Context: an optimization exercise on an open-source flow, tuned for small area, a short achievable clock period and few clock cycles per item. The choices shown serve that exercise and are no tape-out recipe. Where RTL was checked, it was by simulation tests only, not by an equivalence proof against the original.

==> inputs of v37 <==
// mat_engine_top
module mat_engine_top (
    input  logic                           clk,
    input  logic                           rst_n,
    input  logic                           cmd_valid,
    input  logic [1:0]                     cmd_op,
    input  logic [mat_cfg_pkg::ADDR_W-1:0] cmd_addr,
    input  logic [mat_cfg_pkg::OPND_W-1:0] cmd_data,
    input  logic [mat_cfg_pkg::ADDR_W-1:0] rd_addr,
    output logic [mat_cfg_pkg::ACC_W-1:0]  rd_data,
    output logic                           busy,
    output logic                           done
);
==> module host_cmd_decode, before the edit <==
module host_cmd_decode (
    input  logic                           clk,
    input  logic                           rst_n,
    input  logic                           cmd_valid,
    input  logic [1:0]                     cmd_op,
    input  logic                           busy_next,
    output logic                           wr_a,
    output logic                           wr_b,
    output logic                           start,
    output logic                           clr
);
    logic cmd_ok;
    assign cmd_ok = cmd_valid && !busy_next;
    assign wr_a   = cmd_ok && (cmd_op == OP_LOAD_A);
    assign wr_b   = cmd_ok && (cmd_op == OP_LOAD_B);
    always_ff @(posedge clk or negedge rst_n) begin
        if (!rst_n) begin
            start <= 1'b0;
        end else begin
            start <= cmd_ok && (cmd_op == OP_START);
        end
    end
    always_ff @(posedge clk or negedge rst_n) begin
        if (!rst_n) begin
            clr <= 1'b1;
        end else begin
            clr <= 1'b0;
        end
    end
endmodule
==> module matmul_execute, before the edit <==
module matmul_execute (
    input  logic                            clk,
    input  logic                            rst_n,
    input  logic                            clr,
    input  logic                            start,
    input  logic                            load,
    input  logic                            sel_a,
    input  logic [ADDR_W-1:0]               addr,
    input  mat_cfg_pkg::operand_t           data,
    input  logic [OPND_W-1:0]               old_val,
    input  logic [MAT_N*OPND_W-1:0]         x_row,
    output logic                            busy,
    output logic                            busy_next,
    output logic                            done,
    output logic [MAT_N*MAT_N*C_W-1:0]    c_live
);
    localparam int DW = OPND_W + 1;
    logic                        s1_vld;
    logic signed [DW-1:0]        s1_d;
    logic [3:0]                  s1_bn  [MAT_N];
    logic [3:0]                  s1_bo  [MAT_N];
    logic [3:0]                  s1_bt  [MAT_N];
    logic [IDX_W-1:0]            s1_sel [MAT_N];
    logic signed [C_W-1:0]       c_old  [MAT_N];
    logic signed [C_W-1:0]       c_new  [MAT_N];
    assign busy_next = start;
    always_ff @(posedge clk or negedge rst_n) begin
        if (!rst_n) begin
            busy <= 1'b0;
            done <= 1'b0;
        end else begin
            busy <= busy_next;
            if (start) begin
                done <= 1'b0;
            end else if (busy) begin
                done <= 1'b1;
            end
        end
    end
    always_ff @(posedge clk or negedge rst_n) begin
        if (!rst_n) begin
            s1_vld <= 1'b0;
        end else begin
            s1_vld <= load;
        end
    end
    always_ff @(posedge clk) begin
        s1_d <= DW'($signed(data)) - DW'($signed(old_val));
        for (int m = 0; m < MAT_N; m++) begin
            for (int k = 0; k < 4; k++) begin
                logic [2:0] t;
                t = {x_row[m*OPND_W + 2*k + 1], x_row[m*OPND_W + 2*k],
                     (k == 0) ? 1'b0 : x_row[m*OPND_W + 2*k - 1]};
                s1_bn[m][k] <= t[2];
                s1_bo[m][k] <= t[1] ^ t[0];
                s1_bt[m][k] <= (t == 3'b011) || (t == 3'b100);
            end
            s1_sel[m] <= sel_a ? addr[ADDR_W-1:IDX_W] : IDX_W'(m) - addr[IDX_W-1:0];
        end
    end
    always_comb begin
        for (int m = 0; m < MAT_N; m++) begin
            c_old[m] = '0;
            for (int r = 0; r < MAT_N; r++) begin
                if (s1_sel[m] == IDX_W'(r)) begin
                    c_old[m] = c_live[(r*MAT_N + ((m - r) & (MAT_N - 1)))*C_W +: C_W];
                end
            end
        end
    end
    for (genvar m = 0; m < MAT_N; m++) begin : g_lane
        mac_lane u_mac (
            .d (s1_d),
            .bn(s1_bn[m]),
            .bo(s1_bo[m]),
            .bt(s1_bt[m]),
            .c (c_old[m]),
            .y (c_new[m])
        );
    end
    always_ff @(posedge clk) begin
        for (int r = 0; r < MAT_N; r++) begin
            for (int c = 0; c < MAT_N; c++) begin
                if (clr || (s1_vld && s1_sel[(r + c) % MAT_N] == IDX_W'(r))) begin
                    c_live[(r*MAT_N + c)*C_W +: C_W] <= clr ? '0 : c_new[(r + c) % MAT_N];
                end
            end
        end
    end
endmodule
==> module mat_engine_top, before the edit <==
module mat_engine_top (
    input  logic                           clk,
    input  logic                           rst_n,
    input  logic                           cmd_valid,
    input  logic [1:0]                     cmd_op,
    input  logic [mat_cfg_pkg::ADDR_W-1:0] cmd_addr,
    input  logic [mat_cfg_pkg::OPND_W-1:0] cmd_data,
    input  logic [mat_cfg_pkg::ADDR_W-1:0] rd_addr,
    output logic [mat_cfg_pkg::ACC_W-1:0]  rd_data,
    output logic                           busy,
    output logic                           done
);
    logic                          wr_a;
    logic                          wr_b;
    logic                          start;
    logic                          clr;
    logic                          busy_next;
    logic                          sel_a;
    logic [OPND_W-1:0]             old_val;
    logic [MAT_N*OPND_W-1:0]       x_row;
    logic [MAT_N*MAT_N*C_W-1:0]  c_live;
    assign sel_a = (cmd_op == mat_ctrl_pkg::OP_LOAD_A);
    host_cmd_decode u_decode (
        .clk       (clk),
        .rst_n     (rst_n),
        .cmd_valid (cmd_valid),
        .cmd_op    (cmd_op),
        .busy_next (busy_next),
        .wr_a      (wr_a),
        .wr_b      (wr_b),
        .start     (start),
        .clr       (clr)
    );
    operand_bank u_bank (
        .clk     (clk),
        .clr     (clr),
        .wr_a    (wr_a),
        .wr_b    (wr_b),
        .sel_a   (sel_a),
        .addr    (cmd_addr),
        .data    (cmd_data),
        .old_val (old_val),
        .x_row   (x_row)
    );
    matmul_execute u_exec (
        .clk       (clk),
        .rst_n     (rst_n),
        .clr       (clr),
        .start     (start),
        .load      (wr_a || wr_b),
        .sel_a     (sel_a),
        .addr      (cmd_addr),
        .data      (cmd_data),
        .old_val   (old_val),
        .x_row     (x_row),
        .busy      (busy),
        .busy_next (busy_next),
        .done      (done),
        .c_live    (c_live)
    );
    result_store u_result (
        .clk      (clk),
        .copy     (busy),
        .c_live   (c_live),
        .rd_addr  (rd_addr),
        .rd_data  (rd_data)
    );
endmodule
clock: 8.5 ns
lec_check: 0
cap_margin: 20
core_margin: 2
core_utilization: 40
place_density: 0.6
setup_slack_margin: 3.5
slew_margin: 20
run.sh (not shown) runs the stock make flow with config.mk's settings and CLKGATE_MAP_FILE= SYNTH_SCRIPT=/design/flow/synth_recipe.tcl, a recipe that flattens the netlist after the stock synthesis.
==> inputs of v33, as changes to v37 <==
--- a/flow/design.v
+++ b/flow/design.v
@@ -34,5 +34,10 @@
     input  logic [1:0]                     cmd_op,
-    input  logic                           busy_next,
+    input  logic [mat_cfg_pkg::ADDR_W-1:0] cmd_addr,
+    input  mat_cfg_pkg::operand_t          cmd_data,
+    input  logic                           busy,
     output logic                           wr_a,
     output logic                           wr_b,
+    output logic                           sel_a,
+    output logic [mat_cfg_pkg::ADDR_W-1:0] wr_addr,
+    output mat_cfg_pkg::operand_t          wr_data,
     output logic                           start,
@@ -40,20 +45,25 @@
 );
-    logic cmd_ok;
-    assign cmd_ok = cmd_valid && !busy_next;
-    assign wr_a   = cmd_ok && (cmd_op == OP_LOAD_A);
-    assign wr_b   = cmd_ok && (cmd_op == OP_LOAD_B);
+    logic       cmd_vld_q;
+    logic [1:0] cmd_op_q;
+    logic       cmd_ok;
     always_ff @(posedge clk or negedge rst_n) begin
         if (!rst_n) begin
-            start <= 1'b0;
+            cmd_vld_q <= 1'b0;
+            cmd_op_q  <= OP_NOP;
+            clr       <= 1'b1;
         end else begin
-            start <= cmd_ok && (cmd_op == OP_START);
+            cmd_vld_q <= cmd_valid;
+            cmd_op_q  <= cmd_op;
+            clr       <= 1'b0;
         end
     end
-    always_ff @(posedge clk or negedge rst_n) begin
-        if (!rst_n) begin
-            clr <= 1'b1;
-        end else begin
-            clr <= 1'b0;
-        end
+    always_ff @(posedge clk) begin
+        wr_addr <= cmd_addr;
+        wr_data <= cmd_data;
     end
+    assign cmd_ok = cmd_vld_q && !busy;
+    assign wr_a   = cmd_ok && (cmd_op_q == OP_LOAD_A);
+    assign wr_b   = cmd_ok && (cmd_op_q == OP_LOAD_B);
+    assign start  = cmd_ok && (cmd_op_q == OP_START);
+    assign sel_a  = (cmd_op_q == OP_LOAD_A);
 endmodule
@@ -119,3 +129,2 @@
     output logic                            busy,
-    output logic                            busy_next,
     output logic                            done,
@@ -132,3 +141,2 @@
     logic signed [C_W-1:0]       c_new  [MAT_N];
-    assign busy_next = start;
     always_ff @(posedge clk or negedge rst_n) begin
@@ -138,3 +146,3 @@
         end else begin
-            busy <= busy_next;
+            busy <= start;
             if (start) begin
@@ -375,3 +383,4 @@
     logic                          clr;
-    logic                          busy_next;
+    logic [ADDR_W-1:0]             wr_addr;
+    mat_cfg_pkg::operand_t         wr_data;
     logic                          sel_a;
@@ -380,3 +389,2 @@
     logic [MAT_N*MAT_N*C_W-1:0]  c_live;
-    assign sel_a = (cmd_op == mat_ctrl_pkg::OP_LOAD_A);
     host_cmd_decode u_decode (
@@ -386,5 +394,10 @@
         .cmd_op    (cmd_op),
-        .busy_next (busy_next),
+        .cmd_addr  (cmd_addr),
+        .cmd_data  (cmd_data),
+        .busy      (busy),
         .wr_a      (wr_a),
         .wr_b      (wr_b),
+        .sel_a     (sel_a),
+        .wr_addr   (wr_addr),
+        .wr_data   (wr_data),
         .start     (start),
@@ -398,4 +411,4 @@
         .sel_a   (sel_a),
-        .addr    (cmd_addr),
-        .data    (cmd_data),
+        .addr    (wr_addr),
+        .data    (wr_data),
         .old_val (old_val),
@@ -410,4 +423,4 @@
         .sel_a     (sel_a),
-        .addr      (cmd_addr),
-        .data      (cmd_data),
+        .addr      (wr_addr),
+        .data      (wr_data),
         .old_val   (old_val),
@@ -415,3 +428,2 @@
         .busy      (busy),
-        .busy_next (busy_next),
         .done      (done),
- CORE_UTILIZATION: 40 -> 55
- PLACE_DENSITY: 0.6 -> 0.7
- SETUP_SLACK_MARGIN: 3.5 -> 4.0
==> inputs of v22, as changes to v37 <==
--- a/flow/design.v
+++ b/flow/design.v
@@ -34,5 +34,10 @@
     input  logic [1:0]                     cmd_op,
-    input  logic                           busy_next,
+    input  logic [mat_cfg_pkg::ADDR_W-1:0] cmd_addr,
+    input  mat_cfg_pkg::operand_t          cmd_data,
+    input  logic                           busy,
     output logic                           wr_a,
     output logic                           wr_b,
+    output logic                           sel_a,
+    output logic [mat_cfg_pkg::ADDR_W-1:0] wr_addr,
+    output mat_cfg_pkg::operand_t          wr_data,
     output logic                           start,
@@ -40,20 +45,25 @@
 );
-    logic cmd_ok;
-    assign cmd_ok = cmd_valid && !busy_next;
-    assign wr_a   = cmd_ok && (cmd_op == OP_LOAD_A);
-    assign wr_b   = cmd_ok && (cmd_op == OP_LOAD_B);
+    logic       cmd_vld_q;
+    logic [1:0] cmd_op_q;
+    logic       cmd_ok;
     always_ff @(posedge clk or negedge rst_n) begin
         if (!rst_n) begin
-            start <= 1'b0;
+            cmd_vld_q <= 1'b0;
+            cmd_op_q  <= OP_NOP;
+            clr       <= 1'b1;
         end else begin
-            start <= cmd_ok && (cmd_op == OP_START);
+            cmd_vld_q <= cmd_valid;
+            cmd_op_q  <= cmd_op;
+            clr       <= 1'b0;
         end
     end
-    always_ff @(posedge clk or negedge rst_n) begin
-        if (!rst_n) begin
-            clr <= 1'b1;
-        end else begin
-            clr <= 1'b0;
-        end
+    always_ff @(posedge clk) begin
+        wr_addr <= cmd_addr;
+        wr_data <= cmd_data;
     end
+    assign cmd_ok = cmd_vld_q && !busy;
+    assign wr_a   = cmd_ok && (cmd_op_q == OP_LOAD_A);
+    assign wr_b   = cmd_ok && (cmd_op_q == OP_LOAD_B);
+    assign start  = cmd_ok && (cmd_op_q == OP_START);
+    assign sel_a  = (cmd_op_q == OP_LOAD_A);
 endmodule
@@ -119,3 +129,2 @@
     output logic                            busy,
-    output logic                            busy_next,
     output logic                            done,
@@ -132,3 +141,2 @@
     logic signed [C_W-1:0]       c_new  [MAT_N];
-    assign busy_next = start;
     always_ff @(posedge clk or negedge rst_n) begin
@@ -138,3 +146,3 @@
         end else begin
-            busy <= busy_next;
+            busy <= start;
             if (start) begin
@@ -375,3 +383,4 @@
     logic                          clr;
-    logic                          busy_next;
+    logic [ADDR_W-1:0]             wr_addr;
+    mat_cfg_pkg::operand_t         wr_data;
     logic                          sel_a;
@@ -380,3 +389,2 @@
     logic [MAT_N*MAT_N*C_W-1:0]  c_live;
-    assign sel_a = (cmd_op == mat_ctrl_pkg::OP_LOAD_A);
     host_cmd_decode u_decode (
@@ -386,5 +394,10 @@
         .cmd_op    (cmd_op),
-        .busy_next (busy_next),
+        .cmd_addr  (cmd_addr),
+        .cmd_data  (cmd_data),
+        .busy      (busy),
         .wr_a      (wr_a),
         .wr_b      (wr_b),
+        .sel_a     (sel_a),
+        .wr_addr   (wr_addr),
+        .wr_data   (wr_data),
         .start     (start),
@@ -398,4 +411,4 @@
         .sel_a   (sel_a),
-        .addr    (cmd_addr),
-        .data    (cmd_data),
+        .addr    (wr_addr),
+        .data    (wr_data),
         .old_val (old_val),
@@ -410,4 +423,4 @@
         .sel_a     (sel_a),
-        .addr      (cmd_addr),
-        .data      (cmd_data),
+        .addr      (wr_addr),
+        .data      (wr_data),
         .old_val   (old_val),
@@ -415,3 +428,2 @@
         .busy      (busy),
-        .busy_next (busy_next),
         .done      (done),
- CORE_UTILIZATION: 40 -> 55
- PLACE_DENSITY: 0.6 -> 0.7
==> inputs of v13, as changes to v37 <==
--- a/flow/design.v
+++ b/flow/design.v
@@ -34,5 +34,10 @@
     input  logic [1:0]                     cmd_op,
-    input  logic                           busy_next,
+    input  logic [mat_cfg_pkg::ADDR_W-1:0] cmd_addr,
+    input  mat_cfg_pkg::operand_t          cmd_data,
+    input  logic                           busy,
     output logic                           wr_a,
     output logic                           wr_b,
+    output logic                           sel_a,
+    output logic [mat_cfg_pkg::ADDR_W-1:0] wr_addr,
+    output mat_cfg_pkg::operand_t          wr_data,
     output logic                           start,
@@ -40,20 +45,25 @@
 );
-    logic cmd_ok;
-    assign cmd_ok = cmd_valid && !busy_next;
-    assign wr_a   = cmd_ok && (cmd_op == OP_LOAD_A);
-    assign wr_b   = cmd_ok && (cmd_op == OP_LOAD_B);
+    logic       cmd_vld_q;
+    logic [1:0] cmd_op_q;
+    logic       cmd_ok;
     always_ff @(posedge clk or negedge rst_n) begin
         if (!rst_n) begin
-            start <= 1'b0;
+            cmd_vld_q <= 1'b0;
+            cmd_op_q  <= OP_NOP;
+            clr       <= 1'b1;
         end else begin
-            start <= cmd_ok && (cmd_op == OP_START);
+            cmd_vld_q <= cmd_valid;
+            cmd_op_q  <= cmd_op;
+            clr       <= 1'b0;
         end
     end
-    always_ff @(posedge clk or negedge rst_n) begin
-        if (!rst_n) begin
-            clr <= 1'b1;
-        end else begin
-            clr <= 1'b0;
-        end
+    always_ff @(posedge clk) begin
+        wr_addr <= cmd_addr;
+        wr_data <= cmd_data;
     end
+    assign cmd_ok = cmd_vld_q && !busy;
+    assign wr_a   = cmd_ok && (cmd_op_q == OP_LOAD_A);
+    assign wr_b   = cmd_ok && (cmd_op_q == OP_LOAD_B);
+    assign start  = cmd_ok && (cmd_op_q == OP_START);
+    assign sel_a  = (cmd_op_q == OP_LOAD_A);
 endmodule
@@ -119,3 +129,2 @@
     output logic                            busy,
-    output logic                            busy_next,
     output logic                            done,
@@ -132,3 +141,2 @@
     logic signed [C_W-1:0]       c_new  [MAT_N];
-    assign busy_next = start;
     always_ff @(posedge clk or negedge rst_n) begin
@@ -138,3 +146,3 @@
         end else begin
-            busy <= busy_next;
+            busy <= start;
             if (start) begin
@@ -375,3 +383,4 @@
     logic                          clr;
-    logic                          busy_next;
+    logic [ADDR_W-1:0]             wr_addr;
+    mat_cfg_pkg::operand_t         wr_data;
     logic                          sel_a;
@@ -380,3 +389,2 @@
     logic [MAT_N*MAT_N*C_W-1:0]  c_live;
-    assign sel_a = (cmd_op == mat_ctrl_pkg::OP_LOAD_A);
     host_cmd_decode u_decode (
@@ -386,5 +394,10 @@
         .cmd_op    (cmd_op),
-        .busy_next (busy_next),
+        .cmd_addr  (cmd_addr),
+        .cmd_data  (cmd_data),
+        .busy      (busy),
         .wr_a      (wr_a),
         .wr_b      (wr_b),
+        .sel_a     (sel_a),
+        .wr_addr   (wr_addr),
+        .wr_data   (wr_data),
         .start     (start),
@@ -398,4 +411,4 @@
         .sel_a   (sel_a),
-        .addr    (cmd_addr),
-        .data    (cmd_data),
+        .addr    (wr_addr),
+        .data    (wr_data),
         .old_val (old_val),
@@ -410,4 +423,4 @@
         .sel_a     (sel_a),
-        .addr      (cmd_addr),
-        .data      (cmd_data),
+        .addr      (wr_addr),
+        .data      (wr_data),
         .old_val   (old_val),
@@ -415,3 +428,2 @@
         .busy      (busy),
-        .busy_next (busy_next),
         .done      (done),
- CORE_UTILIZATION: 40 -> 55
- PLACE_DENSITY: 0.6 -> 0.7
- SETUP_SLACK_MARGIN: 3.5 -> 3.75
==> summary.md <==
The clock arrives with 0.0274 ns of skew. The first global-routing pass estimated 193000 um of wire. The signed area change from the synthesized netlist to the final layout was 15.5%; the number of buffers and inverters on the critical path was 5. The average instance in the mapped netlist occupies 14.9 sq um. The run gives 3 as the number of antenna violations at the first check in global routing. The worst register-to-register path has a setup slack of 3.91 ns. For the via total after detailed routing, the log shows 28600. The flow ran to the end and the layout has no timing, DRC or antenna violations.

The flow inserted 1134 tap cells. The xor and xnor fraction of the mapped netlist area was 0.0414. The worst register-to-register path has a depth of 19.
# the run above: v33

==> summary.md <==
The run finished with no timing, DRC or antenna violations. The first global-routing pass estimated 190000 um of wire. The xor and xnor fraction of the mapped netlist area was 0.0412; the worst setup slack for register-to-register paths was 3.65 ns. The maximum clock skew at final layout was 0.0641 ns. The design received a total of 1512 well taps at floorplan. The number of cells on the worst reg-to-reg path was 15; the synthesized area per cell was 15.0 sq um.
# the run above: v37

==> summary.md <==
The run finished with no timing, DRC or antenna violations. The via total after detailed routing was 28000. The number of buffers and inverters on the critical path works out to 4.

The number of cells on the worst reg-to-reg path is 13. The number of antenna violations at the first check in global routing is 0, and the synthesized area per cell is 14.9 sq um. The global-route wire length before repair was 185000 um; the worst setup slack for register-to-register paths was 3.62 ns. Relative to the synthesized area, the layout overhead comes to 10.7%. During tapcell insertion the tool placed 1134 well taps.
# the run above: v22

==> summary.md <==
The flow ran to the end and the layout has no timing, DRC or antenna violations. The number of cells on the worst reg-to-reg path is 13. Number of antenna violations at the first check in global routing: 1. Across all register-to-register paths, the minimum setup slack is 3.82 ns. For the maximum clock skew at final layout, the log shows 0.0298 ns. The first global-routing pass estimated 187000 um of wire. The tap cell instance count is 1134.
# the run above: v13

Testbench counts of v33, summed over its fixed seeds: cycles 12,816, items 480.
Testbench counts of v22, summed over its fixed seeds: cycles 12,816, items 480.
Testbench counts of v13, summed over its fixed seeds: cycles 12,816, items 480.
Only the layout flow was run in v37; the RTL was not checked for function there.

## port drivers added, routing unchanged
How much do the figures lean on ideal ports? The routed layouts below were timed once more, with nothing changed but the port constraints. Step 1: set_driving_cell puts a clkbuf_16 on clk and a buf_2 on each other input, an assumption about the parent block. Step 2 also shifts input and output timing later by t, the mid clock arrival at the registers, as if the neighbouring blocks saw the same clock. Three values: ideal ports, drivers, drivers and shift; two values: the first two.
run	t, ns	setup WS [ns]	worst setup path after step 2
v37	0.734	3.368 / 3.193 / 2.813	input to register
v33	0.725	3.465 / 3.088 / 3.088	input to output
v22	0.714	3.491 / 3.145 / 3.145	input to output
v13	0.722	3.502 / 3.202 / 3.202	input to output
After both steps setup and hold are still met in every run listed. For v37, which loses most, drivers alone change the setup slack by -0.175 ns; drivers and shift together by -0.555 ns.
